Background: an optimization exercise with open tools, aiming at small area and a short achievable clock period. Do not read the settings as production practice.
In this exercise RTL edits were held to simulation tests only and were not proved equivalent to the original.

==> flow/design.v <==
package mdu_pkg;
    typedef enum logic [2:0] {
        OP_MULT  = 3'd0,
        OP_MULTU = 3'd1,
        OP_DIV   = 3'd2,
        OP_DIVU  = 3'd3,
        OP_MTHI  = 3'd4,
        OP_MTLO  = 3'd5,
        OP_NONE  = 3'd7
    } mdu_op_e;
    localparam int DEF_MULT_CYCLES = 5;
    localparam int DEF_DIV_CYCLES  = 10;
endpackage
module mdu_arith
#(
    parameter int LO   = 0,
    parameter int HI   = 35,
    parameter int MOFF = 0,
    parameter int DOFF = 3,
    parameter int TOP  = 35,    
    parameter int F    = 6,     
    parameter int BLK  = 7      
) (
    input  logic [HI:LO] x,
    input  logic [32:0]  m,
    input  logic         one,
    input  logic         two,
    input  logic         dv,
    input  logic         neg,
    output logic [HI:LO] s
);
    localparam int W  = HI - LO + 1;
    localparam int T  = HI - LO;                   
    localparam int NB = (T - F + BLK) / BLK;       
    logic [W-1:0] xv, yv, sv, gv, tv;
    logic [W:0]   c;
    logic [NB:0]  cb;                              
    function automatic logic mbit(input logic [32:0] v, input int i);
        if (i < 0)       mbit = 1'b0;
        else if (i > 32) mbit = v[32];
        else             mbit = v[i];
    endfunction
    assign xv = x;
    assign s  = sv;
    for (genvar f = LO; f <= HI; f++) begin : g_op
        assign yv[f-LO] = neg ^ ((one & mbit(m, f - MOFF)) | (two & mbit(m, f - MOFF - 1)) |
                                 (dv & mbit(m, f - DOFF)));
    end
    assign gv = xv & yv;
    assign tv = xv | yv;
    for (genvar b = 0; b < NB - 1; b++) begin : g_blk
        localparam int B0 = F + b * BLK;
        localparam int B1 = B0 + BLK - 1;
        logic gb, pb;
        always_comb begin
            gb = 1'b0;
            pb = 1'b1;
            for (int i = B0; i <= B1; i++) begin
                gb = gv[i] | (tv[i] & gb);
                pb = pb & tv[i];
            end
        end
        assign cb[b+1] = gb | (pb & cb[b]);
    end
    assign c[0] = neg;
    if (F == 0) begin : g_f0
        assign cb[0] = neg;
    end
    for (genvar i = 0; i < W; i++) begin : g_fa
        assign sv[i] = xv[i] ^ (yv[i] ^ c[i]);
        if (i + 1 >= F && i + 1 < F + NB * BLK && i + 1 <= T && ((i + 1 - F) % BLK) == 0) begin : g_cb
            if (i + 1 == F) begin : g_first
                assign cb[0] = (xv[i] & yv[i]) | (xv[i] & c[i]) | (yv[i] & c[i]);
            end
            assign c[i+1] = cb[(i + 1 - F) / BLK];
        end else begin : g_c
            assign c[i+1] = (xv[i] & yv[i]) | (xv[i] & c[i]) | (yv[i] & c[i]);
        end
    end
endmodule
module mdu_ctrl
(
    input  logic        clk,
    input  logic        reset,
    input  logic        start,
    input  logic [2:0]  op,
    input  logic        we,
    input  logic [31:0] in1,
    input  logic [31:0] in2,
    output logic        busy,
    output logic [31:0] hi,
    output logic [31:0] lo
);
    logic        busy_q;      
    logic        idle_q;      
    logic [3:0]  cnt_q;
    logic [31:0] hi_q, lo_q;
    logic        mul_q;       
    logic        sgn_q;       
    logic        sa_q;        
    logic        bp_q;        
    logic [31:0] a_q;         
    logic [36:0] x_q;         
    logic [31:0] d_q;         
    localparam int BLK = 11;
    localparam int F1  = 2;
    localparam int F2  = 10;
    localparam int F3  = 10;
    localparam int F4  = 10;
    logic [32:0] m;
    logic        sb;
    logic        first, last;
    logic [35:0] x1, s1;      
    logic [36:2] x2, s2;      
    logic [38:1] x3, s3;      
    logic [40:0] x4, s4;      
    logic        one1, one2, one3, one4;
    logic        two1, two2, two3, two4;
    logic        dv1, dv2, dv3, dv4;
    logic        neg1, neg2, neg3, neg4;
    logic        g1, g2, g3, g4;    
    logic        accept;
    logic        commit;
    logic [3:0]  hsel;            
    logic [2:0]  lsel;            
    logic        div0;
    logic        nq, nr;
    logic [31:0] a_neg;
    logic [31:0] r_fix;
    assign m     = {sgn_q & d_q[31], d_q};
    assign sb    = sgn_q & d_q[31];
    assign first = (cnt_q == 4'd0);
    assign last  = mul_q ? (cnt_q == 4'd4) : (cnt_q == 4'd9);
    function automatic logic [2:0] booth(input logic b2, input logic b1, input logic b0);
        booth = {b1 ^ b0, (b2 & ~b1 & ~b0) | (~b2 & b1 & b0), b2 & ~(b1 & b0)};
    endfunction
    assign x1 = {x_q[35:4], (mul_q || first) ? x_q[3:0] : a_q[31:28]};
    assign x2 = {s1[35], s1[35:2]};
    assign x3 = {{2{s2[36]}}, s2[36:2], s1[1]};
    assign x4 = {{2{s3[38]}}, s3[38:1], s1[0]};
    assign g1 = ~s1[35];
    assign g2 = ~s2[34];
    assign g3 = ~s3[33];
    assign g4 = ~s4[32];
    always_comb begin
        {one1, two1, dv1, neg1} = 4'b0000;
        {one2, two2, dv2, neg2} = 4'b0000;
        {one3, two3, dv3, neg3} = 4'b0000;
        {one4, two4, dv4, neg4} = 4'b0000;
        if (mul_q) begin
            if (last) begin
                one1 = ~sgn_q & bp_q;
            end else begin
                {one1, two1, neg1} = booth(a_q[1], a_q[0], bp_q);
                {one2, two2, neg2} = booth(a_q[3], a_q[2], a_q[1]);
                {one3, two3, neg3} = booth(a_q[5], a_q[4], a_q[3]);
                {one4, two4, neg4} = booth(a_q[7], a_q[6], a_q[5]);
            end
        end else begin
            if (first) begin
            end else if (last) begin
                one3 = x_q[36];
                neg3 = sb;
            end else begin
                dv1 = 1'b1; neg1 = ~x_q[36] ^ sb;
                dv2 = 1'b1; neg2 = g1 ^ sb;
                dv3 = 1'b1; neg3 = g2 ^ sb;
                dv4 = 1'b1; neg4 = g3 ^ sb;
            end
        end
    end
    mdu_arith #(.LO(0), .HI(35), .MOFF(0), .DOFF(3), .TOP(35), .F(F1), .BLK(BLK)) u_s1 (.x(x1), .m(m), .one(one1), .two(two1), .dv(dv1), .neg(neg1), .s(s1));
    mdu_arith #(.LO(2), .HI(36), .MOFF(2), .DOFF(2), .TOP(34), .F(F2), .BLK(BLK)) u_s2 (.x(x2), .m(m), .one(one2), .two(two2), .dv(dv2), .neg(neg2), .s(s2));
    mdu_arith #(.LO(1), .HI(38), .MOFF(4), .DOFF(1), .TOP(33), .F(F3), .BLK(BLK)) u_s3 (.x(x3), .m(m), .one(one3), .two(two3), .dv(dv3), .neg(neg3), .s(s3));
    mdu_arith #(.LO(0), .HI(40), .MOFF(6), .DOFF(0), .TOP(32), .F(F4), .BLK(BLK)) u_s4 (.x(x4), .m(m), .one(one4), .two(two4), .dv(dv4), .neg(neg4), .s(s4));
    function automatic logic [31:0] cneg(input logic [31:0] v, input logic n);
        logic t;
        t = 1'b0;
        for (int i = 0; i < 32; i++) begin
            cneg[i] = v[i] ^ t;
            t = t | (n & v[i]);
        end
    endfunction
    assign nq    = first ? (sgn_q & a_q[31]) : (!mul_q && (sa_q ^ sb));
    assign a_neg = cneg(a_q, nq);
    assign nr    = !mul_q && sa_q;
    assign r_fix = cneg(s3[35:4], nr);
    mdu_wdec u_wdec (
        .idle   (idle_q),
        .commit (commit),
        .mul    (mul_q),
        .start  (start),
        .op     (op),
        .we     (we),
        .hsel   (hsel),
        .lsel   (lsel)
    );
    assign accept = idle_q && start && (op[2] == 1'b0);
    assign div0   = !mul_q && (d_q == 32'd0);
    assign commit = !idle_q && last && !div0;
    always_ff @(posedge clk or posedge reset) begin
        if (reset) begin
            busy_q <= 1'b0;
            idle_q <= 1'b1;
            hi_q   <= 32'd0;
            lo_q   <= 32'd0;
        end else begin
            if (!idle_q) begin
                busy_q <= !last;
                idle_q <= last;
            end else begin
                busy_q <= accept;
                idle_q <= !accept;
            end
            hi_q <= ({32{hsel[3]}} & in1) | ({32{hsel[2]}} & {s3[31:1], s1[0]}) |
                    ({32{hsel[1]}} & r_fix) | ({32{hsel[0]}} & hi_q);
            lo_q <= ({32{lsel[2]}} & in1) | ({32{lsel[1]}} & a_neg) | ({32{lsel[0]}} & lo_q);
        end
    end
    always_ff @(posedge clk) begin
        cnt_q <= idle_q ? 4'd0 : cnt_q + 4'd1;
        bp_q  <= idle_q ? 1'b0 : a_q[7];     
    end
    always_ff @(posedge clk) begin
        if (idle_q) begin
            mul_q <= !op[1];
            sgn_q <= !op[0];
            a_q   <= in1;
            x_q   <= 37'd0;
            d_q   <= in2;
        end else if (mul_q) begin
            a_q  <= {s4[7:0], a_q[31:8]};
            x_q  <= {{4{s4[40]}}, s4[40:8]};
        end else if (first) begin
            sa_q <= sgn_q & a_q[31];
            a_q  <= a_neg;
            x_q  <= {s4[32:0], 4'd0};
        end else begin
            a_q  <= {a_q[27:0], g1, g2, g3, g4};
            x_q  <= {s4[32:0], 4'd0};
        end
    end
    assign busy = busy_q;
    assign hi   = hi_q;
    assign lo   = lo_q;
endmodule
module mdu_wdec
(
    input  logic       idle,
    input  logic       commit,
    input  logic       mul,
    input  logic       start,
    input  logic [2:0] op,
    input  logic       we,
    output logic [3:0] hsel,
    output logic [2:0] lsel
);
    logic wr_hi, wr_lo;
    assign wr_hi = idle && !start && we && (op == mdu_pkg::OP_MTHI);
    assign wr_lo = idle && !start && we && (op == mdu_pkg::OP_MTLO);
    assign hsel = {wr_hi, commit && mul, commit && !mul, !wr_hi && !commit};
    assign lsel = {wr_lo, commit, !wr_lo && !commit};
endmodule
Settings: LEC_CHECK=0, ABC_AREA=1, CAP_MARGIN=20, CORE_MARGIN=2, CORE_UTILIZATION=40, SLEW_MARGIN=30; clock period 150.0 ns.
standard.sh (not shown) runs the stock make flow with config.mk's settings and CLKGATE_MAP_FILE= SYNTH_SCRIPT=/design/flow/synth_recipe.tcl, a recipe that flattens the netlist after the stock synthesis.
==> flow/flow/run.sh <==
#!/bin/bash
# The standard layout (standard.sh, the ORFS flow), with these changes:
#  - synthesis: ABC's area script is replaced by flow/abc_area.script (&nf
#    mapping, no ABC buffering; the placer buffers). The ORFS scripts folder
#    is mirrored here with links so that only abc_area.script differs.
#  - synthesis: module mdu_wdec (the MTHI/MTLO select decode of the control
#    inputs) is kept apart while ABC maps, so that this short path from the
#    inputs is mapped on its own; the netlist is flattened afterwards as usual.
#  - synthesis: no ABC pass inside yosys synth (-noabc), so full adders are
#    extracted from the RTL's own gate structure.
#  - placement: every port still gets a buffer, the smallest plain one (buf_1).
#  - CTS: no dummy loads.
# Each tool's output is in standard.log and in orfs/logs.
set -e
mkdir -p scripts
for f in "$FLOW_HOME"/scripts/*; do ln -sf "$f" scripts/; done
rm -f scripts/abc_area.script
cp flow/abc_area.script scripts/abc_area.script
export BUFFER_PORTS_ARGS="-buffer_cell sky130_fd_sc_hd__buf_1"
bash standard.sh SCRIPTS_DIR="$PWD/scripts" SYNTH_KEEP_MODULES=mdu_wdec SYNTH_ARGS=-noabc \
  CTS_ARGS="-sink_clustering_enable -repair_clock_nets -dont_use_dummy_load" \
  finish > standard.log 2>&1
==> flow/flow/abc_area.script <==
strash
&get -n
&dch
&nf -R 20
&put
topo
stime -c
upsize -c
dnsize -c
The baseline produced a clean layout.
Next try:
--- a/flow/design.v
+++ b/flow/design.v
@@ -118,26 +118,26 @@
     logic        two1, two2, two3, two4;
     logic        dv1, dv2, dv3, dv4;
     logic        neg1, neg2, neg3, neg4;
     logic        g1, g2, g3, g4;    
     logic        accept;
     logic        commit;
-    logic [3:0]  hsel;            
-    logic [2:0]  lsel;            
+    logic [2:0]  hsel, lsel;      
     logic        div0;
     logic        nq, nr;
     logic [31:0] a_neg;
     logic [31:0] r_fix;
+    logic [31:0] r_res;
     assign m     = {sgn_q & d_q[31], d_q};
     assign sb    = sgn_q & d_q[31];
     assign first = (cnt_q == 4'd0);
     assign last  = mul_q ? (cnt_q == 4'd4) : (cnt_q == 4'd9);
     function automatic logic [2:0] booth(input logic b2, input logic b1, input logic b0);
         booth = {b1 ^ b0, (b2 & ~b1 & ~b0) | (~b2 & b1 & b0), b2 & ~(b1 & b0)};
     endfunction
-    assign x1 = {x_q[35:4], (mul_q || first) ? x_q[3:0] : a_q[31:28]};
+    assign x1 = {x_q[35:4], mul_q ? x_q[3:0] : a_q[31:28]};
     assign x2 = {s1[35], s1[35:2]};
     assign x3 = {{2{s2[36]}}, s2[36:2], s1[1]};
     assign x4 = {{2{s3[38]}}, s3[38:1], s1[0]};
     assign g1 = ~s1[35];
     assign g2 = ~s2[34];
     assign g3 = ~s3[33];
@@ -154,14 +154,13 @@
                 {one1, two1, neg1} = booth(a_q[1], a_q[0], bp_q);
                 {one2, two2, neg2} = booth(a_q[3], a_q[2], a_q[1]);
                 {one3, two3, neg3} = booth(a_q[5], a_q[4], a_q[3]);
                 {one4, two4, neg4} = booth(a_q[7], a_q[6], a_q[5]);
             end
         end else begin
-            if (first) begin
-            end else if (last) begin
+            if (last) begin
                 one3 = x_q[36];
                 neg3 = sb;
             end else begin
                 dv1 = 1'b1; neg1 = ~x_q[36] ^ sb;
                 dv2 = 1'b1; neg2 = g1 ^ sb;
                 dv3 = 1'b1; neg3 = g2 ^ sb;
@@ -182,16 +181,16 @@
         end
     endfunction
     assign nq    = first ? (sgn_q & a_q[31]) : (!mul_q && (sa_q ^ sb));
     assign a_neg = cneg(a_q, nq);
     assign nr    = !mul_q && sa_q;
     assign r_fix = cneg(s3[35:4], nr);
+    assign r_res = mul_q ? {s3[31:1], s1[0]} : r_fix;
     mdu_wdec u_wdec (
         .idle   (idle_q),
         .commit (commit),
-        .mul    (mul_q),
         .start  (start),
         .op     (op),
         .we     (we),
         .hsel   (hsel),
         .lsel   (lsel)
     );
@@ -209,35 +208,34 @@
                 busy_q <= !last;
                 idle_q <= last;
             end else begin
                 busy_q <= accept;
                 idle_q <= !accept;
             end
-            hi_q <= ({32{hsel[3]}} & in1) | ({32{hsel[2]}} & {s3[31:1], s1[0]}) |
-                    ({32{hsel[1]}} & r_fix) | ({32{hsel[0]}} & hi_q);
+            hi_q <= ({32{hsel[2]}} & in1) | ({32{hsel[1]}} & r_res) | ({32{hsel[0]}} & hi_q);
             lo_q <= ({32{lsel[2]}} & in1) | ({32{lsel[1]}} & a_neg) | ({32{lsel[0]}} & lo_q);
         end
     end
     always_ff @(posedge clk) begin
         cnt_q <= idle_q ? 4'd0 : cnt_q + 4'd1;
-        bp_q  <= idle_q ? 1'b0 : a_q[7];     
     end
     always_ff @(posedge clk) begin
         if (idle_q) begin
             mul_q <= !op[1];
             sgn_q <= !op[0];
+            bp_q  <= 1'b0;
             a_q   <= in1;
             x_q   <= 37'd0;
             d_q   <= in2;
         end else if (mul_q) begin
+            bp_q <= a_q[7];
             a_q  <= {s4[7:0], a_q[31:8]};
             x_q  <= {{4{s4[40]}}, s4[40:8]};
         end else if (first) begin
             sa_q <= sgn_q & a_q[31];
             a_q  <= a_neg;
-            x_q  <= {s4[32:0], 4'd0};
         end else begin
             a_q  <= {a_q[27:0], g1, g2, g3, g4};
             x_q  <= {s4[32:0], 4'd0};
         end
     end
     assign busy = busy_q;
@@ -245,19 +243,18 @@
     assign lo   = lo_q;
 endmodule
 module mdu_wdec
 (
     input  logic       idle,
     input  logic       commit,
-    input  logic       mul,
     input  logic       start,
     input  logic [2:0] op,
     input  logic       we,
-    output logic [3:0] hsel,
+    output logic [2:0] hsel,
     output logic [2:0] lsel
 );
     logic wr_hi, wr_lo;
     assign wr_hi = idle && !start && we && (op == mdu_pkg::OP_MTHI);
     assign wr_lo = idle && !start && we && (op == mdu_pkg::OP_MTLO);
-    assign hsel = {wr_hi, commit && mul, commit && !mul, !wr_hi && !commit};
+    assign hsel = {wr_hi, commit, !wr_hi && !commit};
     assign lsel = {wr_lo, commit, !wr_lo && !commit};
 endmodule
The changed run passed the timing, DRC and antenna checks.
Via count increases by 7.8%.
Die area increases by 5.7%.
Clock-buffer cell count does not change.
First-iteration DRC count decreases by 29%.
Synthesized area increases by 5.8%.

## what the ideal ports hide
The results above use ideal ports. As a check the final layouts listed here were re-extracted and re-timed, cells and wires unchanged. Step 1 sets driving cells, clkbuf_16 on the clock port and buf_2 on the other inputs (assumed; they add their load-dependent delay and slew). Step 2 times the ports against the registers' clock, not the clock port: input delays grow and output delays shrink by t, the midpoint of the rising clock arrivals with the driver on. a / b / c = no drivers / after step 1 / after step 2; a / b = the first two.
run | t, ns | setup WS [ns] | worst hold slack (ns)
the first run | 0.499 | 118.502 / 118.502 / 118.469 | 0.469 / 0.469 / 0.469
the second run | 0.501 | 118.662 / 118.662 / 118.447 | 0.471 / 0.471 / 0.471
After both steps every run listed still meets setup and hold. The setup slack of the second run, which loses most, moves by 0.000 ns with the drivers and by -0.215 ns with both steps.
